Background: an optimization exercise with open tools, aiming at small area. Do not read the settings as production practice.
Function was checked by simulation only, so behaviour that the tests miss may differ from the original.
Power is estimated from default activity; no workload was simulated.

--- flow/constraint.sdc ---
create_clock -name core_clock -period 10.0 [get_ports {clk}]
set_input_delay 2.0000 -clock core_clock [delete_from_list [all_inputs] [get_ports {clk}]]
set_output_delay 2.0000 -clock core_clock [all_outputs]
set_load 0.01 [all_outputs]
--- flow/flow/run.sh ---
#!/bin/bash
# Standard ORFS layout (the standard.sh) with two changes:
#  - port buffers use the smallest buffer cell (every port still gets one);
#  - the clock tree uses clkbuf_16 with larger sink clusters and no dummy loads.
# The make output goes to standard_make.log; ORFS writes each step's log under orfs/logs.
set -euo pipefail
cd "$(dirname "$0")/.."
export BUFFER_PORTS_ARGS="-buffer_cell sky130_fd_sc_hd__buf_1"
export CTS_ARGS="-sink_clustering_enable -repair_clock_nets -dont_use_dummy_load -buf_list sky130_fd_sc_hd__clkbuf_16 -sink_clustering_size 28 -sink_clustering_max_diameter 100"
bash standard.sh > standard_make.log 2>&1
--- flow/design.v ---
`timescale 1ns/1ps
`default_nettype none
module rvCoreTop (
  input  wire         clk,
  input  wire         reset,
  output wire         wb_cyc,
  output wire         wb_stb,
  output wire         wb_we,
  output wire [31:0]  wb_adr,
  output wire [31:0]  wb_dat_w,
  output wire [3:0]   wb_sel,
  input  wire [31:0]  wb_dat_r,
  input  wire         wb_ack,
  output wire [63:0]  retired_count
);
  localparam logic [3:0] S_INIT  = 4'd0,    
                         S_FETCH = 4'd1,    
                         S_EXEC  = 4'd2,    
                         S_BR2   = 4'd3,    
                         S_STS   = 4'd4,    
                         S_MEMR  = 4'd5,    
                         S_MEMW  = 4'd6,    
                         S_GL    = 4'd7,    
                         S_GWL   = 4'd8,    
                         S_GS    = 4'd9,    
                         S_L     = 4'd10,   
                         S_XL    = 4'd11,   
                         S_XS    = 4'd12,   
                         S_C     = 4'd13;   
  logic [3:0]   st;
  logic [2:0]   ph;
  logic         req;
  logic [31:0]  D;
  logic [31:0]  A;
  logic [31:0]  P;
  logic [3:0]   idxc;     
  logic [2:0]   f3c;      
  logic         alt;      
  logic [2:0]   cnt;
  logic [1:0]   sr;
  logic         c1;
  logic         c2;
  logic         zf;
  logic         flag;
  logic         sgn;
  logic         sltw;
  logic [63:0]  retired;
  wire ph0 = (ph == 3'd0);
  wire ph7 = (ph == 3'd7);
  wire ack = req & wb_ack;
  wire inExec = (st == S_EXEC);
  wire       b6 = D[6];
  wire       b5 = D[5];
  wire       b4 = D[4];
  wire       b3 = D[3];
  wire       b2 = D[2];
  wire [2:0] f3 = D[14:12];
  wire isALU   = b4 & ~b2;
  wire isLUI   = b4 & b2 & b5;
  wire isAUIPC = b4 & b2 & ~b5;
  wire isJAL   = ~b4 & b6 & b3;
  wire isJALR  = ~b4 & b6 & ~b3 & b2;
  wire isBR    = ~b4 & b6 & ~b2;
  wire isLD    = ~b4 & ~b6 & ~b5;
  wire isST    = ~b4 & ~b6 & b5;
  wire isOPR   = isALU & b5;
  wire isSH    = isALU & (f3[1:0] == 2'b01);
  wire isSLT   = isALU & (f3[2:1] == 2'b01);
  wire isJ     = isJAL | isJALR;
  wire       isU  = b4 & b2;
  wire       fmtI = ~isU & ~isJAL & ~isBR & ~isST;
  wire       sgnI = D[31];
  logic [3:0] immd;
  always_comb
  begin
    case (ph)
      3'd0:    immd = isU ? 4'b0 : {(fmtI | isJAL) ? D[23:21] : D[10:8],
                                    fmtI ? D[20] : (isST & D[7])};
      3'd1:    immd = isU ? 4'b0 : {D[27:25], (fmtI | isJAL) ? D[24] : D[11]};
      3'd2:    immd = isU ? 4'b0 : {isJAL ? D[20] : (isBR ? D[7] : D[31]), D[30:28]};
      3'd3:    immd = (isU | isJAL) ? D[15:12] : {4{sgnI}};
      3'd4:    immd = (isU | isJAL) ? D[19:16] : {4{sgnI}};
      3'd5:    immd = isU ? D[23:20] : {4{sgnI}};
      3'd6:    immd = isU ? D[27:24] : {4{sgnI}};
      default: immd = isU ? D[31:28] : {4{sgnI}};
    endcase
  end
  wire [3:0] fourd = ph0 ? 4'b0100 : 4'b0000;
  logic [3:0]  wd;
  logic        wen;
  wire  [3:0]  rs1    = D[18:15];
  wire  [3:0]  rs2sel = inExec ? D[23:20] : idxc;
  logic [15:0][3:0] heads;
  assign heads[0] = 4'b0;
  genvar g;
  generate
    for (g = 1; g < 16; g++)
    begin : rf
      logic [31:0] r;
      wire we = wen & (idxc == g);
      always_ff @(posedge clk)
        r <= {we ? wd : r[3:0], r[31:4]};
      assign heads[g] = r[3:0];
    end
  endgenerate
  wire [3:0] r1 = heads[rs1];
  wire [3:0] r2 = heads[rs2sel];
  wire [3:0] Pd = P[3:0];
  wire [3:0] XR  = (isAUIPC | isJ) ? Pd : (isLUI ? 4'b0 : r1);
  wire [3:0] YR  = (isOPR | isBR) ? r2 : (isJ ? fourd : immd);
  wire       sub = isBR | isSLT | (isOPR & (f3 == 3'b000) & D[30]);
  wire       cin1 = ph0 ? sub : c1;
  wire [4:0] s1  = {1'b0, XR} + {1'b0, YR ^ {4{sub}}} + {4'b0, cin1};
  logic [3:0] res;
  always_comb
  begin
    if (isALU)
      case (f3)
        3'b000:         res = s1[3:0];
        3'b100:         res = XR ^ YR;
        3'b110:         res = XR | YR;
        3'b111:         res = XR & YR;
        3'b001, 3'b101: res = XR;           
        default:        res = 4'b0;         
      endcase
    else
      res = s1[3:0];
  end
  wire ltu  = ~s1[4];
  wire lts  = ltu ^ XR[3] ^ YR[3];
  wire zacc = (ph0 | zf) & (s1[3:0] == 4'b0);
  wire cond = isBR ? (((f3[2] ? (f3[1] ? ltu : lts) : zacc)) ^ f3[0])
                   : (f3[0] ? ltu : lts);
  wire [3:0] XN = (st == S_INIT) ? 4'b0 : ((inExec & isJALR) ? r1 : Pd);
  wire [3:0] YN = inExec ? (isJ ? immd : fourd)
                         : ((st == S_BR2) ? (flag ? immd : fourd) : 4'b0);
  wire       cin2 = ph0 ? 1'b0 : c2;
  wire [4:0] s2 = {1'b0, XN} + {1'b0, YN} + {4'b0, cin2};
  wire [3:0] nd = {s2[3:2], ph0 ? 2'b00 : s2[1:0]};
  wire pw = (inExec & ~isBR) | (st == S_BR2) | (st == S_INIT);
  wire aw = (inExec & ~isBR) | (st == S_BR2) | (st == S_INIT) | (st == S_XL) | (st == S_C);
  wire [3:0] ain = (inExec & (isLD | isST)) ? s1[3:0] : nd;
  wire       right = f3c[2];
  wire       isXL  = (st == S_XL);
  wire [3:0] qp    = {1'b0, cnt} + {3'b0, (sr != 2'b00)};
  wire [2:0] tl    = 3'd0 - qp[2:0];
  wire [2:0] t     = ((st == S_GS) & ~right) ? tl : cnt;
  wire [3:0] pt    = {1'b0, ph} + {1'b0, t};
  wire       rot   = pt[3];
  wire [3:0] kq    = {1'b0, ph} + {1'b0, cnt};
  wire lo_inv_l  = ({1'b0, ph} < qp);
  wire hi_inv_l  = ({1'b0, ph} + 4'd1 < qp);
  wire lo_inv_ld = f3c[1] ? 1'b0 : (f3c[0] ? ph[2] : (ph[2] | ph[1]));
  wire lo_inv    = isXL ? lo_inv_ld : (~right & lo_inv_l);
  wire hi_inv    = ~right & hi_inv_l;
  wire fill      = isXL & sgn;
  wire [3:0] lo  = lo_inv ? {4{fill}} : D[3:0];
  wire [3:0] hi  = hi_inv ? {4{fill}} : D[7:4];
  wire [1:0] rp  = isXL ? 2'b00 : (right ? sr : (2'b00 - sr));
  wire [7:0] win = {hi, lo};
  wire [3:0] xout = win[rp +: 4];
  always_comb
  begin
    wen = 1'b0;
    wd  = xout;
    if (inExec)
    begin
      wen = b4 | (b6 & b2);
      wd  = res;
    end
    else if (sltw)
    begin
      wen = 1'b1;
      wd  = {3'b000, flag};
    end
    else if ((st == S_XL) | (st == S_XS))
      wen = 1'b1;
  end
  wire [3:0] stin = ((f3c[1:0] == 2'b00) & (ph[2] | ph[1])) ? D[27:24]
                  : (((f3c[1:0] == 2'b01) & ph[2]) ? D[19:16] : r2);
  wire       rfill = right & ((st == S_GS) | (st == S_XS));
  wire [3:0] topin = (st == S_STS) ? stin
                   : ((st == S_L) ? r2 : (rfill ? {4{sgn}} : D[3:0]));
  wire dsh  = (st == S_STS) | (st == S_L) | (st == S_XL) | (st == S_XS)
            | (((st == S_GL) | (st == S_GS)) & rot);
  wire dcap = ack & ~wb_we;
  always_ff @(posedge clk)
  begin
    if (dcap)
      D <= wb_dat_r;
    else if (dsh)
      D <= {topin, D[31:4]};
  end
  always_ff @(posedge clk)
    P <= {pw ? nd : Pd, P[31:4]};
  genvar j;
  generate
    for (j = 0; j < 8; j++)
    begin : adig
      always_ff @(posedge clk)
        if (aw & (ph == j))
          A[4*j +: 4] <= ain;    
    end
  endgenerate
  wire isSTr = ~wb_dat_r[6] & wb_dat_r[5] & ~wb_dat_r[4];
  always_ff @(posedge clk)
  begin
    c1   <= s1[4];
    c2   <= s2[4];
    zf   <= zacc;
    sltw <= inExec & ph7 & isSLT;
    if (inExec & ph7)
      flag <= cond;
    if (ack & (st == S_FETCH))
    begin
      idxc <= isSTr ? wb_dat_r[23:20] : wb_dat_r[10:7];
      f3c  <= wb_dat_r[14:12];
      alt  <= wb_dat_r[30];
    end
    if (inExec & ph0 & (isLD | isST))
      cnt <= {s1[1:0], 1'b0};    
    if (inExec & ph0 & isSH)
      {cnt, sr} <= b5 ? {cnt[2], r2} : D[24:20];
    if (inExec & (ph == 3'd1) & isSH & b5)
      cnt[2] <= r2[0];
    if ((st == S_MEMW) & ack)
      cnt <= ph;
    if ((st == S_L) & ph7)
      sgn <= alt & r2[3];
    if (isXL & (ph == {1'b0, f3c[0], 1'b1}))
      sgn <= D[3] & ~f3c[2];
  end
  always_ff @(posedge clk)
  begin
    if (reset)
    begin
      st      <= S_INIT;
      ph      <= 3'd0;
      req     <= 1'b0;
    end
    else
    begin
      ph <= ph + 3'd1;
      if (ack)
        req <= 1'b0;
      case (st)
        S_INIT, S_BR2, S_XL, S_XS:
          if (ph7)
          begin
            st  <= S_FETCH;
            req <= 1'b1;
          end
        S_FETCH:
          if (ph7 & (~req | wb_ack))
            st <= S_EXEC;
        S_EXEC:
          if (ph7)
          begin
            if (isBR)
              st <= S_BR2;
            else if (isLD)
            begin
              st  <= S_MEMR;
              req <= 1'b1;
            end
            else if (isST)
              st <= S_STS;
            else if (isSH)
              st <= S_L;
            else
            begin
              st  <= S_FETCH;
              req <= 1'b1;
            end
          end
        S_STS:
          if (ph7)
          begin
            st  <= S_MEMW;
            req <= 1'b1;
          end
        S_MEMR:
          if (wb_ack)
          begin
            if (~kq[3] & ~ph7)
              st <= S_GL;
            else if (ph7 & (cnt == 3'd0))
              st <= S_XL;
            else
              st <= S_GWL;
          end
        S_GWL:
          if (ph7)
            st <= S_GL;
        S_GL:
          if (ph7)
            st <= S_XL;
        S_L:
          if (ph7)
            st <= S_GS;
        S_GS:
          if (ph7)
            st <= S_XS;
        S_MEMW:
          if (wb_ack)
            st <= S_C;
        S_C:
          if (ph == cnt)
          begin
            st  <= S_FETCH;
            req <= 1'b1;
          end
        default:
          st <= S_INIT;
      endcase
    end
  end
  wire rinc = inExec & ph7;
  wire [8:0] gcy;
  assign gcy[0] = rinc;
  genvar gi;
  generate
    for (gi = 0; gi < 8; gi++)
    begin : rg
      wire [7:0] x = retired[8*gi +: 8];
      assign gcy[gi+1] = gcy[gi] & (&x);
      always_ff @(posedge clk)
        retired[8*gi +: 8] <= reset ? 8'd0 : (x + {7'd0, gcy[gi]});
    end
  endgenerate
  assign wb_cyc        = req;
  assign wb_stb        = req;
  assign wb_we         = (st == S_MEMW);
  assign wb_adr        = {A[31:2], 2'b00};
  assign wb_dat_w      = D;
  assign wb_sel        = f3c[1] ? 4'b1111
                       : (f3c[0] ? (cnt[2] ? 4'b1100 : 4'b0011) : (4'b0001 << cnt[2:1]));
  assign retired_count = retired;
endmodule
`default_nettype wire
--- flow/config.mk ---
export PLATFORM = sky130hd
export DESIGN_NAME = rvCoreTop
export DESIGN_NICKNAME = rvCoreTop
export VERILOG_FILES = /design/flow/design.v
export SDC_FILE = /design/flow/constraint.sdc
export NUM_CORES = 4
export LEC_CHECK = 0
export CAP_MARGIN = 20
export CORE_MARGIN = 2
export CORE_UTILIZATION = 40
export SLEW_MARGIN = 20
--- flow/standard.sh ---
#!/bin/bash
# synth_recipe.tcl (not shown) runs the flow's synth.tcl, then flattens the netlist and writes it again
# the make line also repeats each setting of config.mk as NAME=value (left out here)
make -C /OpenROAD-flow-scripts/flow DESIGN_CONFIG=/design/flow/config.mk WORK_HOME=/design/flow/orfs CLKGATE_MAP_FILE= SYNTH_SCRIPT=/design/flow/synth_recipe.tcl "${@:-finish}"
==> results of run 1 <==
-- cells in the final DEF, fill, tap and decap left out, drive strengths merged, types with 23 or more instances in the layout --
master and n:
mux2 90, o21ai 74, inv 36, nand2 112, a21oi 79, ha 50
nand3 46, xor2 29, nor2 119, edfxtp 77, dfxtp 588, buf 180
mux4 23, mux2i 36, clkbuf 29, nor2b 33
-- area by class of cell --
cell class              instances  area (um2)
fillers                      4842       29300
flip-flops and latches        665       14100
multi-input cells             933        6720
well taps                     688         861
repair buffers                181         733
clock buffers                  28         701
inverters                      37         139
-- metal layers --
metal  vias to the layer above  track usage [%]
met5                         -                0
met3                        76             2.58
met4                         0             4.58
met1                      6379             25.4
li1                       6187                -
met2                       375             28.7
-- flip-flops by register name, indices dropped and copies added (netlist names) --
name / flops
rf.r: 480
retired: 64
D: 32
P: 32
A: 30
idxc: 4
st: 4
cnt: 3
f3c: 3
ph: 3
sr: 2
alt: 1
c1: 1
c2: 1
flag: 1
req: 1
sgn: 1
sltw: 1
zf: 1
-- worst max-delay path by stage --
stage | from | endpoint | slack [ps] | cells after the start
floorplan | st[3] | flag | 5350 | 23
global placement | st[1] | rf[15].r[29] | 4310 | 16
detailed placement | st[1] | rf[6].r[29] | 4120 | 16
CTS | st[1] | rf[6].r[29] | 4090 | 16
global route | st[1] | rf[6].r[29] | 3650 | 16
finish | st[1] | rf[6].r[29] | 4150 | 16
-- cells by family (layout without fill, tap and decap cells) --
family / count (synthesis) / count (layout) / synth area share [%]
xor+xnor: 51 / 51 / 2.10
mux: 149 / 149 / 8.91
other cells: 1 / 2 / 0.0177
flops: 665 / 665 / 66.3
compound gates: 267 / 267 / 7.94
buf+inv: 108 / 246 / 2.26
fa+ha+maj: 54 / 54 / 3.32
simple gates: 410 / 410 / 9.15
-- per-stage QoR --
step / hold WS [ps] / std cells / setup WS [ps] / total power (W)
floorplan: 310 / 1706 / 5350 / 0.00283
global placement: 309 / 2504 / 4310 / 0.00286
detailed placement: 312 / 2504 / 4120 / 0.00286
CTS: 314 / 2532 / 4090 / 0.00411
global route: 321 / 2532 / 3650 / 0.00421
finish: 311 / 2532 / 4150 / 0.00407
-- power groups by stage --
stage          logic (W)  clock network (W)  registers (W)
4_1_cts         0.000100            0.00131        0.00270
3_3_place_gp   0.0000988                  0        0.00276
2_1_floorplan  0.0000648                  0        0.00276
3_5_place_dp   0.0000992                  0        0.00276
6_report        0.000101            0.00126        0.00270
5_1_grt         0.000109            0.00140        0.00270
-- worst max-delay path: stages (launching register included) --
cell,delay (ps)
dfxtp_1,730
nor4b_4,300
buf_4,290
mux2_2,510
mux4_2,460
mux2i_1,150
nor2_1,60
a21oi_1,560
a22oi_1,280
xor2_1,230
fa_1,220
inv_1,50
fa_1,590
nand2b_1,130
o221ai_1,120
a21boi_2,820
o21ai_1,190
==> results_dict.tcl, run 1 <==
set metrics [dict create \
    io_pins 170 \
    regToRegSetupSlack_ps 4150 \
    p_leak_nw 8.81 \
    p_int_w 0.00323 \
    r2r_cells 16 \
    synth.area.top_cells "dfxtp_1, edfxtp_1, mux2_2, ha_1, mux4_2" \
    fmax_mhz 171 \
    power_frac_comb_pct 2.5 \
    drc 0 \
    cts_post_setup_buffers_inserted 0 \
    p_sw_share_pct 20.5 \
    period_share_pct 58.5 \
    ys.flop_type "dfxtp_1" \
    insertion_delay_ps 620 \
    die-area_mm2 0.0550 \
    fin_crit_ps 5850 \
    fin_area_mm2 0.0232 \
    ir_drop_uv 153 \
    async_flop_share_pct 0 \
    grt_pass1_wl_mm 75.1 \
    drt_iter0_drc 1011 \
    startpoint_type "register" \
    via_per_inst 5.14 \
    initial_core_util_pct 40.4 \
    drv_cap 0 \
    synth_cell_types 74 \
    rows 84 \
    rsz0062_at_grt "no" \
    yosysSeqAreaShare_pct 66.3 \
    met3_length_mm 2.68 \
    htree_num_levels 1 \
    diodes 0 \
    placed_cell_area_mm2 0.0225 \
    wl_met1_mm 23.4 \
    fin_setup_tns_ps 0 \
    clkSinkCount 665 \
    tightest_slew_ps 1100 \
    regToRegEndpoint "rf[6].r[29]" \
    clock-root-buffer "clkbuf_16" \
    hold_path.startpoint "rf[14].r[18]" \
    hp-class "reg -> reg" \
    p_seq_share_pct 66.5 \
    first_global_vias 12200 \
    arrival_ps 6310 \
    clkTransAtPathRegs_ps 110 \
    synth_top_area_share_pct 55.4 \
    final_nets 1935 \
    wl_per_cell_um 19.8 \
    outcome "no timing/DRC/antenna violations" \
    crit_fanout 21 \
    synth_most_common_cell "dfxtp_1" \
    end_kind "register" \
    clock_skew_ps 67.6 \
    grt_max_degree 73 \
    avgSynthCellArea_um2 12.5 \
    crit_type "reg -> reg" \
    die_w_um 234 \
    yosysTopAreaCell "dfxtp_1" \
    num_vias 13000 \
    synth_commonest_cells "dfxtp_1, nor2_1, nand2_1, mux2_2, a21oi_1" \
    cts_resized 0 \
    die_h_um 234 \
    cts-buffers-inserted 28 \
    p_clk_share_pct 31.1 \
    drive_gt1_share_pct 9.11 \
    syn_area_mm2 0.0212 \
    cp.required_ps 10460 \
    fin_util_pct 44.2 \
    drv_slew 0 \
    highest_layer "met4" \
    wl_met2_mm 22.7 \
    worstHoldPathCells 0 \
    antenna_found_initial 0 \
    powerDensity_mw_per_mm2 175 \
    setup_viol 0 \
    place_hpwl_mm 35.8 \
    drt-total-wl_mm 50.1 \
    reg2reg_from "st[1]" \
    yosysWarnings 1 \
    ys_ff_latch 665 \
    switchingPower_w 0.000832 \
    overflow 0 \
    ant_nets 0 \
    first_pass_iters 6 \
    io_buffers 167 \
    synth_edf_count 77 \
    globalplace.congestion 0.909 \
    timing.final.hold_violations 0 \
    core_mm2 0.0526 \
    hold_path_end "rf[14].r[14]" \
    cts_tree "built" \
    syn_to_final_growth_pct 9.38 \
    cts_hold_buffers 0 \
    grt_usage_pct 17.9 \
    clock_path_buffers 3 \
    slew_headroom_pct 26.4 \
    syn_inst 1705 \
]
==> run 2, diff against run 1 <==
--- a/flow/design.v
+++ b/flow/design.v
@@ -138,24 +138,21 @@
   wire [4:0] s2 = {1'b0, XN} + {1'b0, YN} + {4'b0, cin2};
   wire [3:0] nd = {s2[3:2], ph0 ? 2'b00 : s2[1:0]};
   wire pw = (inExec & ~isBR) | (st == S_BR2) | (st == S_INIT);
-  wire aw = (inExec & ~isBR) | (st == S_BR2) | (st == S_INIT) | (st == S_XL) | (st == S_C);
+  wire aw = (inExec & ~isBR) | (st == S_BR2) | (st == S_INIT) | (st == S_GL) | (st == S_GWL)
+          | ((st == S_XL) & ~(ph[2] & ph[1])) | (st == S_C);
   wire [3:0] ain = (inExec & (isLD | isST)) ? s1[3:0] : nd;
   wire       right = f3c[2];
   wire       isXL  = (st == S_XL);
-  wire [3:0] qp    = {1'b0, cnt} + {3'b0, (sr != 2'b00)};
-  wire [2:0] tl    = 3'd0 - qp[2:0];
+  wire       rnz   = (sr != 2'b00);
+  wire [2:0] tl    = ~cnt + {2'b0, ~rnz};    
   wire [2:0] t     = ((st == S_GS) & ~right) ? tl : cnt;
   wire [3:0] pt    = {1'b0, ph} + {1'b0, t};
   wire       rot   = pt[3];
-  wire [3:0] kq    = {1'b0, ph} + {1'b0, cnt};
-  wire lo_inv_l  = ({1'b0, ph} < qp);
-  wire hi_inv_l  = ({1'b0, ph} + 4'd1 < qp);
   wire lo_inv_ld = f3c[1] ? 1'b0 : (f3c[0] ? ph[2] : (ph[2] | ph[1]));
-  wire lo_inv    = isXL ? lo_inv_ld : (~right & lo_inv_l);
-  wire hi_inv    = ~right & hi_inv_l;
+  wire lo_inv    = isXL ? lo_inv_ld : (~right & ph0 & rnz);
   wire fill      = isXL & sgn;
   wire [3:0] lo  = lo_inv ? {4{fill}} : D[3:0];
-  wire [3:0] hi  = hi_inv ? {4{fill}} : D[7:4];
+  wire [3:0] hi  = D[7:4];
   wire [1:0] rp  = isXL ? 2'b00 : (right ? sr : (2'b00 - sr));
   wire [7:0] win = {hi, lo};
   wire [3:0] xout = win[rp +: 4];
@@ -180,7 +177,8 @@
                   : (((f3c[1:0] == 2'b01) & ph[2]) ? D[19:16] : r2);
   wire       rfill = right & ((st == S_GS) | (st == S_XS));
   wire [3:0] topin = (st == S_STS) ? stin
-                   : ((st == S_L) ? r2 : (rfill ? {4{sgn}} : D[3:0]));
+                   : ((st == S_L) ? ((~right & rot) ? 4'b0 : r2)
+                                  : (rfill ? {4{sgn}} : D[3:0]));
   wire dsh  = (st == S_STS) | (st == S_L) | (st == S_XL) | (st == S_XS)
             | (((st == S_GL) | (st == S_GS)) & rot);
   wire dcap = ack & ~wb_we;
@@ -211,7 +209,7 @@
     sltw <= inExec & ph7 & isSLT;
     if (inExec & ph7)
       flag <= cond;
-    if (ack & (st == S_FETCH))
+    if (ack & ~wb_we & (st != S_MEMR))    
     begin
       idxc <= isSTr ? wb_dat_r[23:20] : wb_dat_r[10:7];
       f3c  <= wb_dat_r[14:12];
@@ -244,12 +242,19 @@
       if (ack)
         req <= 1'b0;
       case (st)
-        S_INIT, S_BR2, S_XL, S_XS:
+        S_INIT, S_BR2:
           if (ph7)
           begin
             st  <= S_FETCH;
             req <= 1'b1;
           end
+        S_XL, S_XS:
+        begin
+          if (ph == 3'd5)
+            req <= 1'b1;
+          if (ph7)
+            st <= wb_ack ? S_EXEC : S_FETCH;
+        end
         S_FETCH:
           if (ph7 & (~req | wb_ack))
             st <= S_EXEC;
@@ -282,10 +287,8 @@
         S_MEMR:
           if (wb_ack)
           begin
-            if (~kq[3] & ~ph7)
+            if ((~pt[3] & ~(ph[2] & ph[1])) | ph7)
               st <= S_GL;
-            else if (ph7 & (cnt == 3'd0))
-              st <= S_XL;
             else
               st <= S_GWL;
           end
==> results_dict.tcl, run 2 <==
set metrics [dict create \
    p_sw_share_pct 20.4 \
    drive_gt1_share_pct 6.62 \
    synth_top_family_by_area "simple AND/OR/NAND/NOR gates" \
    crit_type "reg -> reg" \
    dp_slack_ps 3600 \
    io_buffers 167 \
    drt_iter0_drc 1066 \
    die-area_mm2 0.0545 \
    ys.flop_type "dfxtp_1" \
    fmax_mhz 162 \
    syn_to_final_growth_pct 9.91 \
    startpoint_type "register" \
    slowest_delay_ps 840 \
    ant_nets 0 \
    top_regs "rf.r (480), retired (64)" \
    drv_cap 0 \
    insertion_delay_ps 610 \
    arrival_ps 6510 \
    ys_ff_latch 665 \
    drc 0 \
    layout_commonest_cell "dfxtp_1" \
    yosysWarnings 1 \
    synthXorXnorAreaFrac_pct 2.25 \
    yosysTopAreaCell "dfxtp_1" \
    p_seq_share_pct 66.2 \
    outcome "no timing/DRC/antenna violations" \
    grt_usage_pct 18.9 \
    p_clk_share_pct 31.3 \
    p_leak_nw 8.87 \
    tightest_slew_ps 1110 \
    timing.final.hold_violations 0 \
    synth_cell_types 68 \
    rows 84 \
    setup_slack_ps 3830 \
    wl_per_cell_um 20.1 \
    synth_edf_count 77 \
    switchingPower_w 0.000836 \
    hold_slack_ps 292 \
    clkSinkCount 665 \
    grt_pass1_wl_mm 77.9 \
    clkTransAtPathRegs_ps 110 \
    grt_max_degree 73 \
    dp.cells 2560 \
    largest_register "rf.r" \
    drv_slew 0 \
    antenna_found_initial 1 \
    cts_post_setup_buffers_inserted 0 \
    die_h_um 233 \
    clock_skew_ps 47.7 \
    num_vias 13200 \
    final_nets 1984 \
    fin_crit_ps 6170 \
    cts_hold_buffers 0 \
    cp_cell_sequence "or4b_1 -> buf_4 -> mux2i_4 -> buf_16 -> a211oi_1 -> a211oi_1 -> a21oi_1 -> a21oi_1 -> a22oi_1 -> xnor2_1 -> fa_1 -> inv_1 -> fa_1 -> xor2_1 -> o21ai_0 -> nor4b_1 -> xnor2_1 -> o22ai_1 -> nand2_1 -> o221a_2" \
    avgSynthCellArea_um2 11.9 \
    fin_setup_tns_ps 0 \
    synth_most_common_cell "dfxtp_1" \
    via_per_inst 5.08 \
    first_pass_iters 5 \
    slew_headroom_pct 25.6 \
    first_global_vias 12800 \
    cp.required_ps 10340 \
    rsz0062_at_grt "no" \
    slowest_stage "dfxtp_1" \
    initial_core_util_pct 40.3 \
    synth_compound_area_share_pct 7.91 \
    io_pins 170 \
    globalplace.congestion 0.953 \
    hp-class "reg -> reg" \
    end_kind "register" \
    async_flop_share_pct 0 \
    syn_inst 1765 \
    die_w_um 233 \
    core_mm2 0.0522 \
    largest_reg_flops 480 \
    cts_resized 0 \
    crit_fanout 23 \
    powerDensity_mw_per_mm2 177 \
    syn_area_mm2 0.0210 \
    yosys.area_share.adder_pct 2.82 \
    synth.area.top_cells "dfxtp_1, edfxtp_1, nand2_1, mux2_2, ha_1" \
    period_share_pct 61.7 \
    power_frac_comb_pct 2.5 \
    yosysSeqAreaShare_pct 66.9 \
    clock-root-buffer "clkbuf_16" \
    p_int_w 0.00325 \
    ir_drop_uv 151 \
    clock_path_buffers 3 \
    overflow 0 \
    yosys.area_share.simple_pct 10.9 \
    synth.mux.area_fraction_pct 6.87 \
    finalNonFillerCells 2591 \
    drt-total-wl_mm 52.0 \
    fin_util_pct 44.3 \
    mostFrequentLayoutCells "dfxtp_1, nand2_1, buf_1" \
    place_hpwl_mm 37.5 \
    htree_num_levels 1 \
    synth_top_area_share_pct 55.9 \
    cts_tree "built" \
    synth_commonest_cells "dfxtp_1, nand2_1, nor2_1, o21ai_0, edfxtp_1" \
    setup_viol 0 \
    cts-buffers-inserted 29 \
]
-- run 2: cells by family (layout without fill, tap and decap cells) --
| kind of cell | after synthesis | after routing |
|---|---|---|
| AOI/OAI and AO/OA | 268 | 268 |
| other | 1 | 3 |
| xor gates and xnor gates | 54 | 54 |
| buffers and inverters | 118 | 254 |
| DFF | 665 | 665 |
| and+or+nand+nor | 497 | 497 |
| adders and majority gates | 45 | 45 |
| muxes | 117 | 117 |
-- run 2: worst max-delay path: cells and delay by family, from the launching register on --
kind | cells | cell delay (ps)
AOI/OAI and AO/OA | 8 | 1620
xor gates and xnor gates | 3 | 690
and+or+nand+nor | 3 | 1110
adders and majority gates | 2 | 620
buffers and inverters | 3 | 510
muxes | 1 | 500
DFF | 1 | 840
-- run 2: layer usage --
layer	GRT usage, %	wire length [um]	vias to the layer above
met3	2.99	3050	88
met1	24.8	23000	6365
li1	-	-	6294
met4	6.05	1690	2
met2	31.8	24200	402
met5	0	11	-
-- run 2: path summary, 6_finish.rpt --
| check | cells past startpoint | slack [ps] | end | from |
|---|---|---|---|---|
| worst min-delay path | 0 | 290 | rf[1].r[22] | rf[1].r[26] |
| worst max-delay path | 20 | 3830 | flag | st[1] |
| worst max register to register | 20 | 3830 | flag | st[1] |
| worst min register to register | 0 | 290 | rf[1].r[22] | rf[1].r[26] |
-- run 2: layout make-up --
type | instances | area, um2
inverters | 41 | 154
flip-flops and latches | 665 | 14100
clock buffers | 29 | 726
multi-input cells | 983 | 6530
repair buffers | 184 | 776
well taps | 688 | 861
diodes | 1 | 2.50
fillers | 4850 | 29100
-- run 2: stage by stage --
stage | total power (W) | area (um2)
6_report | 0.00409 | 23100
5_1_grt | 0.00424 | 23100
4_1_cts | 0.00414 | 23100
3_5_place_dp | 0.00287 | 22400
3_3_place_gp | 0.00287 | 22400
2_1_floorplan | 0.00283 | 21000
-- run 2: power groups by stage --
| stage | Sequential [W] | Combinational (W) | Clock, W |
|---|---|---|---|
| floorplan | 0.00277 | 0.0000633 | 0 |
| global placement | 0.00277 | 0.000101 | 0 |
| detailed placement | 0.00277 | 0.000102 | 0 |
| CTS | 0.00271 | 0.000103 | 0.00133 |
| global route | 0.00271 | 0.000113 | 0.00142 |
| finish | 0.00271 | 0.000104 | 0.00128 |
==> run 3, diff against run 2 <==
==> flow/flow/run.sh (replaced) <==
#!/bin/bash
# Layout flow: the standard ORFS flow (standard.sh) with three changes.
#  1. After the standard synthesis, the gates between the flip-flops are
#     re-mapped by ABC for area (flow/remap.tcl). Every flip-flop keeps its
#     instance name, cell type and output net. If anything about that step
#     fails or changes a flip-flop, the standard netlist is used unchanged.
#  2. Port buffers use the smallest buffer cell (every port still gets one).
#  3. The clock tree uses clkbuf_16 with larger sink clusters and no dummy loads.
# Logs: synth_make.log, remap_yosys.log, finish_make.log here; ORFS's own logs
# under orfs/logs.
set -uo pipefail
cd "$(dirname "$0")/.."
export BUFFER_PORTS_ARGS="-buffer_cell sky130_fd_sc_hd__buf_1"
export CTS_ARGS="-sink_clustering_enable -repair_clock_nets -dont_use_dummy_load -buf_list sky130_fd_sc_hd__clkbuf_16 -sink_clustering_size 28 -sink_clustering_max_diameter 100"

bash standard.sh synth > synth_make.log 2>&1 || exit 1

R=orfs/results/${FLOW_PLATFORM:-sky130hd}/rvCoreTop/base
NET=$R/1_2_yosys.v
YOSYS=${FLOW_HOME:-/OpenROAD-flow-scripts/flow}/../tools/install/yosys/bin/yosys
[[ -x $YOSYS ]] || YOSYS=yosys
LIB=${FLOW_HOME:-/OpenROAD-flow-scripts/flow}/platforms/sky130hd/lib/sky130_fd_sc_hd__tt_025C_1v80.lib
cp $NET remap_standard.v
flops() { grep -oE "^\s*(sky130_fd_sc_hd__|KEEP_)(dfxtp_1|edfxtp_1)\s+\S+" "$1" | sed -E 's/KEEP_/sky130_fd_sc_hd__/; s/^\s+//; s/\s+/ /g' | sort; }
ok=0
if ! grep -qE "^\s*sky130_fd_sc_hd__(df|edf|sdf|sedf|dl[xr]|dfb|dfr|dfs)\w*\s" <(sed -E 's/^(\s*)sky130_fd_sc_hd__(dfxtp_1|edfxtp_1)(\s)/\1KEEP/' $NET); then
  sed -E 's/^(\s*)sky130_fd_sc_hd__(dfxtp_1|edfxtp_1)(\s)/\1KEEP_\2\3/' remap_standard.v > remap_in.v
  DU=$(sed -n '/DONT_USE_CELLS/,/^#/p' ${FLOW_HOME:-/OpenROAD-flow-scripts/flow}/platforms/sky130hd/config.mk | grep -oE "sky130_fd_sc_hd__\w+" | tr '\n' ' ')
  if REMAP_LIB=$LIB REMAP_IN=remap_in.v REMAP_STUBS=flow/keep_stubs.v REMAP_OUT=remap_out.v \
     REMAP_ABC=flow/area.abc REMAP_TOP=${FLOW_TOP:-rvCoreTop} REMAP_DONT_USE="$DU" \
     $YOSYS -c flow/remap.tcl > remap_yosys.log 2>&1; then
    sed -E 's/^(\s*)KEEP_(dfxtp_1|edfxtp_1)(\s)/\1sky130_fd_sc_hd__\2\3/' remap_out.v > remap_final.v
    if cmp -s <(flops remap_standard.v) <(flops remap_final.v) && [[ $(flops remap_final.v | wc -l) -gt 0 ]] \
       && ! grep -q "KEEP_" remap_final.v; then
      ok=1
    fi
  fi
fi
if [[ $ok == 1 ]]; then
  echo "remap: using the re-mapped netlist" >> remap_yosys.log
  cp remap_final.v $NET
  touch $NET
else
  echo "remap: keeping the standard netlist" >> remap_yosys.log
fi

bash standard.sh finish > finish_make.log 2>&1
==> flow/flow/area.abc (new file) <==
strash; dc2; &get -n; &deepsyn -T 30; &put; dc2; dch -f; amap
==> flow/flow/keep_stubs.v (new file) <==
(* blackbox *) module KEEP_dfxtp_1 (input CLK, input D, output Q); endmodule
(* blackbox *) module KEEP_edfxtp_1 (input CLK, input D, input DE, output Q); endmodule
==> flow/flow/remap.tcl (new file) <==
# Re-map the combinational logic of the standard synthesis netlist for area.
# Every flip-flop instance is kept as it is (same name, same cell, same output
# net); only the gates between them are rebuilt by ABC from the cells' logic
# functions. The flip-flops come in renamed to KEEP_<cell> (see run.sh) so that
# they stay black boxes here.
yosys -import
set lib $::env(REMAP_LIB)
read_liberty -ignore_miss_func $lib
read_verilog $::env(REMAP_STUBS)
read_verilog $::env(REMAP_IN)
hierarchy -top $::env(REMAP_TOP)
flatten
# Hide every net name but the ports' and the flip-flop outputs', so that the
# ports and registers keep naming their nets after re-mapping.
yosys select -set ports $::env(REMAP_TOP)/i:* $::env(REMAP_TOP)/o:* %u
yosys "select -set qnets $::env(REMAP_TOP)/t:KEEP_* %x:+\[Q\] $::env(REMAP_TOP)/w:* %i"
yosys rename -hide $::env(REMAP_TOP)/w:* @ports @qnets %u %d
yosys select -clear
opt -purge
set dont_use {}
foreach c $::env(REMAP_DONT_USE) { lappend dont_use -dont_use $c }
abc -liberty $lib {*}$dont_use -script $::env(REMAP_ABC)
opt_clean -purge
read_liberty -lib -overwrite -ignore_miss_func $lib
splitnets
opt_clean -purge
hilomap -singleton -hicell sky130_fd_sc_hd__conb_1 HI -locell sky130_fd_sc_hd__conb_1 LO
insbuf -buf sky130_fd_sc_hd__buf_4 A X
check -assert
stat -liberty $lib
write_verilog -noattr -nohex -nodec -selected $::env(REMAP_OUT)
==> results_dict.tcl, run 3 <==
set metrics [dict create \
    setup_slack_ps 1380 \
    drive_gt1_share_pct 2.42 \
    cts_hold_buffers 0 \
    cts_post_setup_buffers_inserted 0 \
    hp-class "reg -> reg" \
    slowest_delay_ps 530 \
    p_seq_share_pct 67.4 \
    period_share_pct 86.2 \
    p_int_w 0.00321 \
    p_clk_share_pct 30.6 \
    grt_usage_pct 19.2 \
    num_vias 13100 \
    drc 0 \
    largest_reg_flops 480 \
    die_h_um 224 \
    syn_inst 1705 \
    clkTransAtPathRegs_ps 110 \
    yosysWarnings 1 \
    avgSynthCellArea_um2 11.3 \
    syn_to_final_growth_pct 11.2 \
    clock-root-buffer "clkbuf_16" \
    startpoint "ph[1]" \
    layout_commonest_cell "dfxtp_1" \
    fmax_mhz 116 \
    hold_path.startpoint "rf[4].r[16]" \
    first_pass_iters 7 \
    largest_register "rf.r" \
    p_leak_nw 7.83 \
    drv_slew 0 \
    timing.final.hold_violations 0 \
    drt_iter0_drc 1154 \
    rsz0062_at_grt "no" \
    clkSinkCount 665 \
    top_regs "rf.r (480), retired (64)" \
    slew_headroom_pct 33.7 \
    cts_resized 0 \
    ant_nets 0 \
    tightest_slew_ps 984 \
    via_per_inst 5.20 \
    core_mm2 0.0477 \
    switchingPower_w 0.000812 \
    rows 80 \
    power_frac_comb_pct 2.0 \
    arrival_ps 9130 \
    wl_per_cell_um 19.5 \
    drv_cap 0 \
    first_global_vias 12200 \
    reg2reg_from "ph[1]" \
    fin_util_pct 45.1 \
    cp.required_ps 10510 \
    htree_num_levels 1 \
    regToRegSetupSlack_ps 1380 \
    crit_fanout 9 \
    fin_crit_ps 8620 \
    globalplace.congestion 0.961 \
    fin_setup_tns_ps 0 \
    io_buffers 167 \
    overflow 0 \
    cpMostUsedCell "and3_1" \
    crit_type "reg -> reg" \
    mostFrequentLayoutCells "dfxtp_1, nor2_1, buf_1" \
    die-area_mm2 0.0501 \
    io_pins 170 \
    place_hpwl_mm 36.7 \
    die_w_um 224 \
    powerDensity_mw_per_mm2 187 \
    setup_viol 0 \
    worstHoldPathCells 0 \
    hold_slack_ps 319 \
    cts_tree "built" \
    n_fill_cell 4489 \
    grt_pass1_wl_mm 73.9 \
    regToRegEndpoint "retired[60]" \
    grt_max_degree 73 \
    clock_skew_ps 28.4 \
    insertion_delay_ps 600 \
    slowest_stage "dfxtp_1" \
    dp_slack_ps 1540 \
    cts-buffers-inserted 27 \
    p_sw_share_pct 20.2 \
    antenna_found_initial 1 \
    hold_path_end "rf[4].r[12]" \
    ir_drop_uv 151 \
    syn_area_mm2 0.0193 \
    initial_core_util_pct 40.5 \
    r2r_cells 38 \
    startpoint_type "register" \
    end_kind "register" \
    outcome "no timing/DRC/antenna violations" \
    clock_path_buffers 3 \
    final_nets 1940 \
    drt-total-wl_mm 49.1 \
]
==> run 3: how the worst max path moves through the flow <==
stage,depth (start not counted),endpoint
global placement,38,retired[60]
global route,38,retired[60]
CTS,38,retired[60]
finish,38,retired[60]
floorplan,37,retired[60]
detailed placement,38,retired[60]
==> run 3: layout make-up <==
class | count | area, um2 | share of cell area [%]
Clock buffer | 27 | 676 | 3.14
Antenna cell | 1 | 2.50 | 0.0116
Sequential cell | 665 | 14100 | 65.5
Timing Repair Buffer | 179 | 738 | 3.43
Tap cell | 615 | 769 | 3.58
Multi-Input combinational cell | 872 | 4640 | 21.6
Inverter | 160 | 601 | 2.79
==> run 3: worst max-delay path, delay by kind of cell (launching register included) <==
kind / cells / cell delay (ps)
AND/OR/NAND/NOR: 35 / 7270
buffers and inverters: 3 / 750
flip-flops: 1 / 530
==> run 3: layer usage <==
metal  routed length [um]  GRT usage [%]  vias up
met3                 2770           2.82       87
met4                 1470           5.91        0
li1                     -              -     6310
met5                    0              0        -
met2                22900           32.0      427
met1                22000           26.0     6263
==> run 3: power by group through the flow <==
| stage | clock (W) | sequential [W] | combinational [W] |
|---|---|---|---|
| floorplan | 0 | 0.00278 | 0.0000395 |
| global placement | 0 | 0.00277 | 0.0000775 |
| detailed placement | 0 | 0.00278 | 0.0000773 |
| CTS | 0.00127 | 0.00271 | 0.0000779 |
| global route | 0.00136 | 0.00272 | 0.0000861 |
| finish | 0.00123 | 0.00271 | 0.0000791 |
==> run 3: metrics by stage <==
stage	total power, W	instance area [um2]	cells
6_report	0.00403	21500	2519
5_1_grt	0.00416	21500	2519
4_1_cts	0.00407	21500	2517
3_5_place_dp	0.00285	20800	2490
3_3_place_gp	0.00285	20800	2490
2_1_floorplan	0.00281	19400	1706
==> run 4, diff against run 3 <==
--- a/flow/design.v
+++ b/flow/design.v
@@ -35,7 +35,6 @@
   logic [31:0]  P;
   logic [3:0]   idxc;     
   logic [2:0]   f3c;      
-  logic         alt;      
   logic [2:0]   cnt;
   logic [1:0]   sr;
   logic         c1;
@@ -212,8 +211,7 @@
     if (ack & ~wb_we & (st != S_MEMR))    
     begin
       idxc <= isSTr ? wb_dat_r[23:20] : wb_dat_r[10:7];
-      f3c  <= wb_dat_r[14:12];
-      alt  <= wb_dat_r[30];
+      f3c  <= {wb_dat_r[14], wb_dat_r[13] | (wb_dat_r[4] & wb_dat_r[30]), wb_dat_r[12]};
     end
     if (inExec & ph0 & (isLD | isST))
       cnt <= {s1[1:0], 1'b0};    
@@ -224,7 +222,7 @@
     if ((st == S_MEMW) & ack)
       cnt <= ph;
     if ((st == S_L) & ph7)
-      sgn <= alt & r2[3];
+      sgn <= f3c[1] & r2[3];
     if (isXL & (ph == {1'b0, f3c[0], 1'b1}))
       sgn <= D[3] & ~f3c[2];
   end
==> flow/flow/area.abc (replaced) <==
strash; dc2; &get -n; &deepsyn -T 30; &put; dc2; &get -n; &deepsyn -T 30 -S 3; &put; dch -f; amap -F 20 -A 50
==> results_dict.tcl, run 4 <==
set metrics [dict create \
    tightest_slew_ps 1110 \
    ant_nets 0 \
    seqCellArea_mm2 0.0141 \
    overflow 0 \
    first_pass_iters 8 \
    avgSynthCellArea_um2 11.7 \
    clock-root-buffer "clkbuf_16" \
    initial_core_util_pct 40.4 \
    cts_post_setup_buffers_inserted 0 \
    syn_area_mm2 0.0192 \
    dp.cells 2430 \
    clkSinkCount 664 \
    drt-total-wl_mm 50.8 \
    layout_commonest_cell "dfxtp_1" \
    rsz0062_at_grt "no" \
    grt_pass1_wl_mm 74.2 \
    hold_slack_ps 290 \
    globalplace.congestion 0.938 \
    cts_resized 0 \
    yosysWarnings 1 \
    cts-buffers-inserted 29 \
    timing.final.hold_violations 0 \
    grt_usage_pct 19.8 \
    fin_setup_tns_ps 0 \
    end_kind "register" \
    die_h_um 223 \
    p_int_w 0.00324 \
    mostFrequentLayoutCells "dfxtp_1, nor2_1, clkinv_1" \
    slowest_stage "dfxtp_1" \
    cts_tree "built" \
    largest_register "rf.r" \
    powerDensity_mw_per_mm2 190 \
    largest_reg_flops 480 \
    drive_gt1_share_pct 2.60 \
    htree_num_levels 1 \
    cp.required_ps 10530 \
    final_nets 1881 \
    fmax_mhz 113 \
    drc 0 \
    hp-class "reg -> reg" \
    die-area_mm2 0.0498 \
    period_share_pct 88.2 \
    num_vias 13000 \
    p_clk_share_pct 31.4 \
    power_frac_comb_pct 2.0 \
    first_global_vias 11900 \
    setup_viol 0 \
    place_hpwl_mm 38.3 \
    startpoint_type "register" \
    grt_max_degree 72 \
    outcome "no timing/DRC/antenna violations" \
    rows 80 \
    die_w_um 223 \
    crit_fanout 8 \
    clock_path_buffers 3 \
    p_leak_nw 7.70 \
    drt_iter0_drc 1406 \
    io_pins 170 \
    p_seq_share_pct 66.7 \
    ir_drop_uv 117 \
    slew_headroom_pct 26.2 \
    antenna_found_initial 2 \
    top_regs "rf.r (480), retired (64)" \
    clkTransAtPathRegs_ps 110 \
    cpMostUsedCell "and3_1" \
    core_mm2 0.0475 \
    drv_slew 0 \
    n_fill_cell 4454 \
    cts_hold_buffers 0 \
    slowest_delay_ps 440 \
    switchingPower_w 0.000825 \
    drv_cap 0 \
    dp_slack_ps 1360 \
    insertion_delay_ps 620 \
    via_per_inst 5.27 \
    syn_inst 1641 \
    setup_slack_ps 1180 \
    p_sw_share_pct 20.3 \
    clock_skew_ps 66.7 \
    wl_per_cell_um 20.6 \
    fin_crit_ps 8820 \
    io_buffers 167 \
    arrival_ps 9350 \
    finalNonFillerCells 2461 \
    multiInputGateArea_mm2 0.00445 \
    syn_to_final_growth_pct 11.5 \
    crit_type "reg -> reg" \
]
-- run 4: cell count changes in the layout (fill, tap and decap cells not counted), sizes merged, moves of 10 or more --
cell	change
a222oi	+21
nand2	-33
and3	-25
or3	-11
and2	+20
nor2	-45
clkinv	+16
nand3	-11
a21oi	+20
nor3	-10
-- run 4: through the flow --
step	power (W)	utilization [%]	cell area [um2]
CTS	0.00411	45.0	21400
floorplan	0.00281	-	19200
global route	0.00420	45.0	21400
detailed placement	0.00285	43.5	20700
finish	0.00407	45.0	21400
global placement	0.00285	43.5	20700
-- run 4: layer usage --
metal / routed length [um] / GRT usage, % / share of wire [%]
met3: 3550 / 3.66 / 7.0
met1: 23900 / 28.8 / 47
met4: 1980 / 8.08 / 3.9
met2: 21300 / 29.1 / 42
met5: 0 / 0 / 0
-- run 4: final timing paths --
path | start | slack [ps] | endpoint | cells after the start
hold reg to reg | P[27] | 290 | P[23] | 0
hold / removal | P[27] | 290 | P[23] | 0
setup reg to reg | ph[0] | 1180 | retired[63] | 38
setup / recovery | ph[0] | 1180 | retired[63] | 38
-- run 4: power groups by stage --
stage,clock network (W),registers (W),logic [W]
after detailed placement,0,0.00277,0.0000774
final,0.00128,0.00271,0.0000797
after global routing,0.00140,0.00272,0.0000852
after CTS,0.00132,0.00271,0.0000777
after global placement,0,0.00277,0.0000774
after floorplan,0,0.00277,0.0000379
-- run 4: final cells by class --
class	count	area share, %
clock buffer	29	3.39
sequential	664	65.7
inverter	176	3.09
multi-input combinational	793	20.8
antenna	2	0.0234
timing repair buffer	182	3.46
tap	615	3.60
-- run 4: worst max-delay path: cells and delay by family, from the launching register on --
family	cells	cell delay [ps]
simple gates	34	7650
compound gates	2	210
flops	1	440
buf+inv	2	430
==> run 5, diff against run 4 <==
==> flow/flow/area.abc (replaced) <==
strash; dc2; &get -n; &deepsyn -T 30; &put; dc2; &get -n; &deepsyn -T 30 -S 3; &put; dch -f; amap
==> results_dict.tcl, run 5 <==
set metrics [dict create \
    final_nets 1919 \
    mostFrequentLayoutCells "dfxtp_1, nor2_1, clkinv_1" \
    cp_top_family "simple AND/OR/NAND/NOR gates" \
    ir_drop_uv 128 \
    drt_iter0_drc 1326 \
    tightest_slew_ps 939 \
    avgSynthCellArea_um2 11.5 \
    top_regs "rf.r (480), retired (64)" \
    syn_inst 1683 \
    num_vias 13200 \
    first_pass_iters 6 \
    cts_hold_buffers 0 \
    timing.final.hold_violations 0 \
    drt-total-wl_mm 47.8 \
    clock-root-buffer "clkbuf_16" \
    core_mm2 0.0476 \
    via_per_inst 5.30 \
    initial_core_util_pct 40.5 \
    grt_max_degree 73 \
    p_int_w 0.00323 \
    largest_reg_flops 480 \
    power_frac_comb_pct 1.9 \
    drv_slew 0 \
    cts-buffers-inserted 28 \
    die_w_um 224 \
    htree_num_levels 1 \
    syn_area_mm2 0.0193 \
    fin_setup_tns_ps 0 \
    fin_area_mm2 0.0215 \
    arrival_ps 9260 \
    io_buffers 167 \
    first_global_vias 12400 \
    globalplace.congestion 0.987 \
    p_leak_nw 7.87 \
    p_seq_share_pct 67.2 \
    multiInputGateArea_mm2 0.00457 \
    insertion_delay_ps 590 \
    io_pins 170 \
    die_h_um 224 \
    grt_usage_pct 18.7 \
    crit_fanout 7 \
    switchingPower_w 0.000810 \
    layout_commonest_cell "dfxtp_1" \
    startpoint_type "register" \
    die-area_mm2 0.0500 \
    clkTransAtPathRegs_ps 100 \
    syn_to_final_growth_pct 11.2 \
    diodes 0 \
    highest_layer "met4" \
    grt_pass1_wl_mm 72.2 \
    n_fill_cell 4504 \
    cp.required_ps 10520 \
    drive_gt1_share_pct 2.39 \
    drv_cap 0 \
    cts_post_setup_buffers_inserted 0 \
    crit_buf_inv 3 \
    rsz0062_at_grt "no" \
    seqCellArea_mm2 0.0141 \
    clock_skew_ps 43.0 \
    cts_tree "built" \
    outcome "no timing/DRC/antenna violations" \
    met3_length_mm 3.82 \
    crit_type "reg -> reg" \
    placed_cell_area_mm2 0.0207 \
    drc 0 \
    largest_register "rf.r" \
    hp-class "reg -> reg" \
    ant_nets 0 \
    rows 80 \
    slowest_delay_ps 510 \
    fin_crit_ps 8740 \
    powerDensity_mw_per_mm2 188 \
    setup_viol 0 \
    clkSinkCount 664 \
    slew_headroom_pct 37.4 \
    wl_met2_mm 20.5 \
    p_sw_share_pct 20.1 \
    cpMostUsedCell "and3_1" \
    p_clk_share_pct 30.9 \
    yosysWarnings 1 \
    period_share_pct 87.4 \
    overflow 0 \
    end_kind "register" \
    place_hpwl_mm 35.2 \
    antenna_found_initial 1 \
    slowest_stage "dfxtp_1" \
    clock_path_buffers 3 \
    wl_per_cell_um 19.1 \
    fmax_mhz 114 \
    cts_resized 0 \
    wl_met1_mm 22.0 \
]
run 5: path summary, 6_finish.rpt:
check	from	to	slack, ps	depth (start not counted)
max	ph[1]	retired[60]	1260	38
min	P[17]	P[13]	310	0
max reg2reg	ph[1]	retired[60]	1260	38
min reg2reg	P[17]	P[13]	310	0
run 5: area by class of cell:
type / count / area share (%)
clock buffers: 28 / 3.26
inverters: 170 / 2.97
multi-input cells: 841 / 21.3
flip-flops and latches: 664 / 65.5
well taps: 615 / 3.58
repair buffers: 179 / 3.43
run 5: through the flow:
step / power, W / instances / util (%) / setup WS, ps / hold WS (ps)
3_3_place_gp: 0.00285 / 2467 / 43.5 / 1610 / 310
2_1_floorplan: 0.00281 / 1684 / - / 2800 / 310
6_report: 0.00404 / 2497 / 45.1 / 1260 / 310
3_5_place_dp: 0.00285 / 2468 / 43.5 / 1360 / 312
5_1_grt: 0.00418 / 2497 / 45.1 / 494 / 310
4_1_cts: 0.00408 / 2496 / 45.0 / 1310 / 306
run 5: worst reg2reg max path, delay by kind of cell (launching register included):
family        cells  cell delay (ps)
simple gates     35             7360
buf+inv           3              790
flops             1              510
run 5: routing by layer:
metal / track usage, % / vias up
li1: - / 6268
met2: 28.8 / 579
met4: 5.12 / 0
met3: 3.38 / 94
met1: 27.1 / 6301
met5: 0 / -
run 5: power by group through the flow:
stage | sequential, W | combinational, W | clock, W
6_report | 0.00271 | 0.0000772 | 0.00125
5_1_grt | 0.00272 | 0.0000831 | 0.00138
4_1_cts | 0.00271 | 0.0000755 | 0.00129
3_5_place_dp | 0.00277 | 0.0000752 | 0
3_3_place_gp | 0.00277 | 0.0000750 | 0
2_1_floorplan | 0.00277 | 0.0000387 | 0
==> run 6, diff against run 5 <==
--- a/flow/flow/run.sh
+++ b/flow/flow/run.sh
@@ -11,7 +11,7 @@
 set -uo pipefail
 cd "$(dirname "$0")/.."
 export BUFFER_PORTS_ARGS="-buffer_cell sky130_fd_sc_hd__buf_1"
-export CTS_ARGS="-sink_clustering_enable -repair_clock_nets -dont_use_dummy_load -buf_list sky130_fd_sc_hd__clkbuf_16 -sink_clustering_size 28 -sink_clustering_max_diameter 100"
+export CTS_ARGS="-sink_clustering_enable -repair_clock_nets -dont_use_dummy_load -buf_list sky130_fd_sc_hd__clkbuf_16 -sink_clustering_size 34 -sink_clustering_max_diameter 60"
 
 bash standard.sh synth > synth_make.log 2>&1 || exit 1
 
--- a/flow/config.mk
+++ b/flow/config.mk
@@ -7,5 +7,6 @@
 export LEC_CHECK = 0
 export CAP_MARGIN = 20
 export CORE_MARGIN = 2
-export CORE_UTILIZATION = 40
+export CORE_UTILIZATION = 60
+export PLACE_DENSITY = 0.85
 export SLEW_MARGIN = 20
==> results_dict.tcl, run 6 <==
set metrics [dict create \
    clkTransAtPathRegs_ps 110 \
    slew_headroom_pct 19.7 \
    setup_viol 0 \
    hold_path_end "rf[6].r[22]" \
    clock_path_buffers 3 \
    power_frac_comb_pct 1.9 \
    clock_skew_ps 82.0 \
    reg2reg_from "ph[1]" \
    cts_tree "built" \
    drive_gt1_share_pct 2.91 \
    drt-total-wl_mm 52.0 \
    via_per_inst 6.00 \
    top_regs "rf.r (480), retired (64)" \
    n_fill_cell 2307 \
    r2r_cells 38 \
    globalplace.congestion 0.978 \
    largest_register "rf.r" \
    rsz0062_at_grt "no" \
    layout_commonest_cell "dfxtp_1" \
    fmax_mhz 113 \
    crit_type "reg -> reg" \
    p_leak_nw 7.97 \
    startpoint_type "register" \
    syn_to_final_growth_pct 10.8 \
    grt_usage_pct 30.8 \
    fin_setup_tns_ps 0 \
    regToRegEndpoint "retired[60]" \
    cp.required_ps 10490 \
    drt_iter0_drc 1579 \
    num_vias 13800 \
    powerDensity_mw_per_mm2 197 \
    core_mm2 0.0316 \
    yosysWarnings 1 \
    syn_inst 1683 \
    grt_pass1_wl_mm 78.1 \
    diodes 0 \
    grt_max_degree 73 \
    initial_core_util_pct 61.0 \
    cts_post_setup_buffers_inserted 0 \
    crit_fanout 7 \
    hold_path.startpoint "rf[6].r[26]" \
    tightest_slew_ps 1200 \
    timing.final.hold_violations 0 \
    insertion_delay_ps 570 \
    cts-buffers-inserted 36 \
    end_kind "register" \
    regToRegSetupSlack_ps 1120 \
    p_clk_share_pct 33.8 \
    switchingPower_w 0.000849 \
    final_nets 1929 \
    cts_resized 0 \
    place_hpwl_mm 37.6 \
    die_w_um 183 \
    ant_nets 0 \
    slowest_stage "clkinv_1" \
    hp-class "reg -> reg" \
    worstHoldPathCells 0 \
    p_sw_share_pct 20.1 \
    rows 65 \
    die_h_um 183 \
    period_share_pct 88.8 \
    htree_num_levels 2 \
    io_buffers 167 \
    drv_cap 0 \
    p_seq_share_pct 64.3 \
    antenna_found_initial 0 \
    mostFrequentLayoutCells "dfxtp_1, nor2_1, clkinv_1" \
    drc 0 \
    arrival_ps 9370 \
    die-area_mm2 0.0336 \
    fin_crit_ps 8880 \
    first_pass_iters 8 \
    syn_area_mm2 0.0193 \
    avgSynthCellArea_um2 11.5 \
    io_pins 170 \
    ir_drop_uv 154 \
    slowest_delay_ps 490 \
    clkSinkCount 664 \
    cts_hold_buffers 0 \
    overflow 0 \
    outcome "no timing/DRC/antenna violations" \
    cpMostUsedCell "and3_1" \
    drv_slew 0 \
    clock-root-buffer "clkbuf_16" \
    power_w 0.00422 \
    first_global_vias 13200 \
    p_int_w 0.00337 \
    largest_reg_flops 480 \
    wl_per_cell_um 22.7 \
]
## run 6: cell types whose count changed in the layout (fill, tap and decap cells not counted)
cell and delta:
o21ai_2 +1, o21ai_4 -1, buf_4 +4, buf_2 -1, clkbuf_16 +8, buf_16 -1
## run 6: how the worst max path moves through the flow
stage                       end  start  cells after the start  slack [ps]
finish              retired[60]  ph[1]                     38        1120
global route        retired[60]  ph[1]                     38         590
CTS                 retired[60]  ph[1]                     38        1310
detailed placement  retired[60]  ph[1]                     38        1310
global placement    retired[60]  st[3]                     37        1830
floorplan           retired[63]  ph[1]                     38        2800
## run 6: cell type report
| type | count | area, um2 | share of cell area [%] |
|---|---|---|---|
| Timing Repair Buffer | 181 | 733 | 3.43 |
| Clock buffer | 36 | 901 | 4.21 |
| Tap cell | 402 | 503 | 2.35 |
| Multi-Input combinational cell | 841 | 4560 | 21.3 |
| Sequential cell | 664 | 14100 | 65.7 |
| Inverter | 170 | 638 | 2.98 |
## run 6: power groups by stage
| stage | Combinational (W) | Sequential (W) | Clock, W |
|---|---|---|---|
| after detailed placement | 0.0000775 | 0.00277 | 0 |
| after CTS | 0.0000780 | 0.00271 | 0.00144 |
| after global placement | 0.0000777 | 0.00277 | 0 |
| final | 0.0000805 | 0.00271 | 0.00143 |
| after floorplan | 0.0000387 | 0.00277 | 0 |
| after global routing | 0.0000854 | 0.00272 | 0.00154 |
## run 6: metal layers
metal,global-route usage (%),up-vias,routed length [um]
met5,0,-,0
met4,9.70,0,1740
met3,5.72,157,4890
met2,50.0,834,23900
met1,42.2,6489,21500
li1,-,6274,-
## run 6: worst max-delay path, delay by kind of cell, from the launching register on
kind | cells | cell delay, ps
and+or+nand+nor | 35 | 7540
DFF | 1 | 480
buffers and inverters | 3 | 840
## run 6: through the flow
stage	util [%]	hold slack, ps	setup slack, ps	instance area [um2]	cells
floorplan	-	310	2800	19300	1684
global placement	64.8	310	1830	20500	2258
detailed placement	64.8	312	1310	20500	2258
CTS	67.6	263	1310	21400	2294
global route	67.6	266	594	21400	2294
finish	67.6	262	1120	21400	2294
==> run 7, diff against run 6 <==
--- a/flow/flow/run.sh
+++ b/flow/flow/run.sh
@@ -11,7 +11,7 @@
 set -uo pipefail
 cd "$(dirname "$0")/.."
 export BUFFER_PORTS_ARGS="-buffer_cell sky130_fd_sc_hd__buf_1"
-export CTS_ARGS="-sink_clustering_enable -repair_clock_nets -dont_use_dummy_load -buf_list sky130_fd_sc_hd__clkbuf_16 -sink_clustering_size 34 -sink_clustering_max_diameter 60"
+export CTS_ARGS="-sink_clustering_enable -repair_clock_nets -dont_use_dummy_load -buf_list sky130_fd_sc_hd__clkbuf_16 -sink_clustering_size 30 -sink_clustering_max_diameter 100"
 
 bash standard.sh synth > synth_make.log 2>&1 || exit 1
 
==> flow/flow/area.abc (replaced) <==
strash; dc2; &get -n; &deepsyn -T 30; &put; dc2; &get -n; &deepsyn -T 30 -S 3; &put; dch -f; amap -F 20 -A 50
--- a/flow/config.mk
+++ b/flow/config.mk
@@ -7,6 +7,5 @@
 export LEC_CHECK = 0
 export CAP_MARGIN = 20
 export CORE_MARGIN = 2
-export CORE_UTILIZATION = 60
-export PLACE_DENSITY = 0.85
+export CORE_UTILIZATION = 40
 export SLEW_MARGIN = 20
==> results_dict.tcl, run 7 <==
set metrics [dict create \
    outcome "no timing/DRC/antenna violations" \
    grt_usage_pct 19.8 \
    power_w 0.00402 \
    fin_area_mm2 0.0214 \
    io_pins 170 \
    die_w_um 223 \
    power_frac_comb_pct 2.0 \
    top_regs "rf.r (480), retired (64)" \
    p_int_w 0.00321 \
    clock_skew_ps 65.8 \
    final_nets 1879 \
    largest_reg_flops 480 \
    slowest_delay_ps 440 \
    placed_cell_area_mm2 0.0207 \
    cpMostUsedCell "and3_1" \
    io_buffers 167 \
    cts-buffers-inserted 27 \
    fin_crit_ps 8790 \
    clkSinkCount 664 \
    insertion_delay_ps 600 \
    p_clk_share_pct 30.5 \
    ant_nets 0 \
    fin_setup_tns_ps 0 \
    syn_inst 1641 \
    hp-class "reg -> reg" \
    drt_iter0_drc 1288 \
    drt-total-wl_mm 50.4 \
    initial_core_util_pct 40.4 \
    overflow 0 \
    first_pass_iters 8 \
    setup_viol 0 \
    crit_fanout 8 \
    drv_cap 0 \
    die-area_mm2 0.0498 \
    fmax_mhz 114 \
    end_kind "register" \
    fin_util_pct 44.9 \
    via_per_inst 5.23 \
    rsz0062_at_grt "no" \
    period_share_pct 87.9 \
    first_global_vias 11700 \
    grt_max_degree 72 \
    cp.required_ps 10520 \
    htree_num_levels 1 \
    antenna_found_initial 3 \
    cts_resized 0 \
    place_hpwl_mm 38.3 \
    switchingPower_w 0.000806 \
    n_fill_cell 4459 \
    num_vias 12900 \
    p_leak_nw 7.67 \
    clock-root-buffer "clkbuf_16" \
    clkTransAtPathRegs_ps 110 \
    clock_path_buffers 3 \
    cts_post_setup_buffers_inserted 0 \
    timing.final.hold_violations 0 \
    cts_tree "built" \
    core_mm2 0.0475 \
    drc 0 \
    globalplace.congestion 0.938 \
    arrival_ps 9310 \
    crit_type "reg -> reg" \
    powerDensity_mw_per_mm2 188 \
    slowest_stage "dfxtp_1" \
    syn_to_final_growth_pct 11.2 \
    largest_register "rf.r" \
    drv_slew 0 \
    syn_area_mm2 0.0192 \
    ir_drop_uv 102 \
    wl_per_cell_um 20.5 \
    yosysWarnings 1 \
    avgSynthCellArea_um2 11.7 \
    rows 80 \
    grt_pass1_wl_mm 74.1 \
    slew_headroom_pct 26.6 \
    mostFrequentLayoutCells "dfxtp_1, nor2_1, clkinv_1" \
    startpoint_type "register" \
    tightest_slew_ps 1100 \
    cts_hold_buffers 0 \
    p_seq_share_pct 67.5 \
    p_sw_share_pct 20.1 \
    drive_gt1_share_pct 2.50 \
    hold_slack_ps 286 \
    die_h_um 223 \
    layout_commonest_cell "dfxtp_1" \
]
## run 7: changes by cell type in the layout (fill, tap and decap cells not counted), moves of 9 or more
cell       before  now
nor2_1        235  194
nor3_1         93   84
o21ai_0        64   74
and3_1         64   39
a222oi_1        0   21
and2_0          3   24
o22ai_1       121  111
clkbuf_16      36   27
## run 7: critical path, delay by kind of cell (launching register included)
family / cells / cell delay (ps)
AND/OR/NAND/NOR: 34 / 7630
flip-flops: 1 / 440
buffers and inverters: 2 / 410
AO/OA/AOI/OAI: 2 / 210
## run 7: routing by layer
layer | global-route usage, % | routed length, um | up-vias
met4 | 7.21 | 1690 | 0
li1 | - | - | 6176
met3 | 3.42 | 3480 | 91
met2 | 29.1 | 21400 | 478
met5 | 0 | 0 | -
met1 | 29.1 | 23900 | 6112
## run 7: power groups by stage
stage	Clock [W]	Sequential, W	Combinational, W
2_1_floorplan	0	0.00277	0.0000379
3_3_place_gp	0	0.00277	0.0000774
3_5_place_dp	0	0.00277	0.0000774
4_1_cts	0.00127	0.00271	0.0000777
5_1_grt	0.00135	0.00272	0.0000851
6_report	0.00123	0.00271	0.0000793
## run 7: final timing paths
kind | startpoint | to | slack (ps) | cells past startpoint
setup reg to reg | ph[0] | retired[63] | 1210 | 38
hold / removal | rf[9].r[14] | rf[9].r[10] | 290 | 0
hold reg to reg | rf[9].r[14] | rf[9].r[10] | 290 | 0
setup / recovery | ph[0] | retired[63] | 1210 | 38
## run 7: final cells by class
type	instances	area [um2]	area share, %
Inverter	176	661	3.09
Sequential cell	664	14100	65.8
Antenna cell	2	5.00	0.0234
Timing Repair Buffer	182	741	3.47
Multi-Input combinational cell	793	4450	20.8
Tap cell	615	769	3.60
Clock buffer	27	676	3.16
## run 7: per-stage QoR
stage / instances / worst slack [ps]
floorplan: 1642 / 2420
global placement: 2430 / 1670
detailed placement: 2430 / 1360
CTS: 2457 / 1290
global route: 2459 / 351
finish: 2459 / 1210

-- afterwards: timing with drivers on the ports --
The results above use ideal ports. As a check the final layouts listed here were re-extracted and re-timed, cells and wires unchanged. Step 1, drivers: a clkbuf_16 drives clk and a buf_2 each remaining input, both assumed. Step 2 adds t to the input delays and takes it off the output delays; t is the mean of the earliest and latest rising clock arrival at the registers after step 1. Input paths then give back, and output paths get back, about the clock's delay inside the block. Slacks: ideal ports / drivers / drivers and shift; pairs: ideal ports / drivers.
run | t (ns) | slack for setup (ns) | worst setup path after step 2 | worst register clock-pin slew, ns
run 1 | 0.644 | 4.150 / 4.150 / 4.150 | register to register | 0.12 / 0.12
run 2 | 0.638 | 3.825 / 3.825 / 3.825 | register to register | 0.11 / 0.11
run 3 | 0.636 | 1.376 / 1.376 / 1.376 | register to register | 0.12 / 0.12
run 4 | 0.643 | 1.183 / 1.183 / 1.183 | register to register | 0.11 / 0.11
run 5 | 0.629 | 1.255 / 1.255 / 1.255 | register to register | 0.11 / 0.11
run 6 | 0.580 | 1.123 / 1.123 / 1.123 | register to register | 0.12 / 0.12
run 7 | 0.622 | 1.206 / 1.206 / 1.206 | register to register | 0.11 / 0.11
After both steps setup and hold are still met in every run listed.
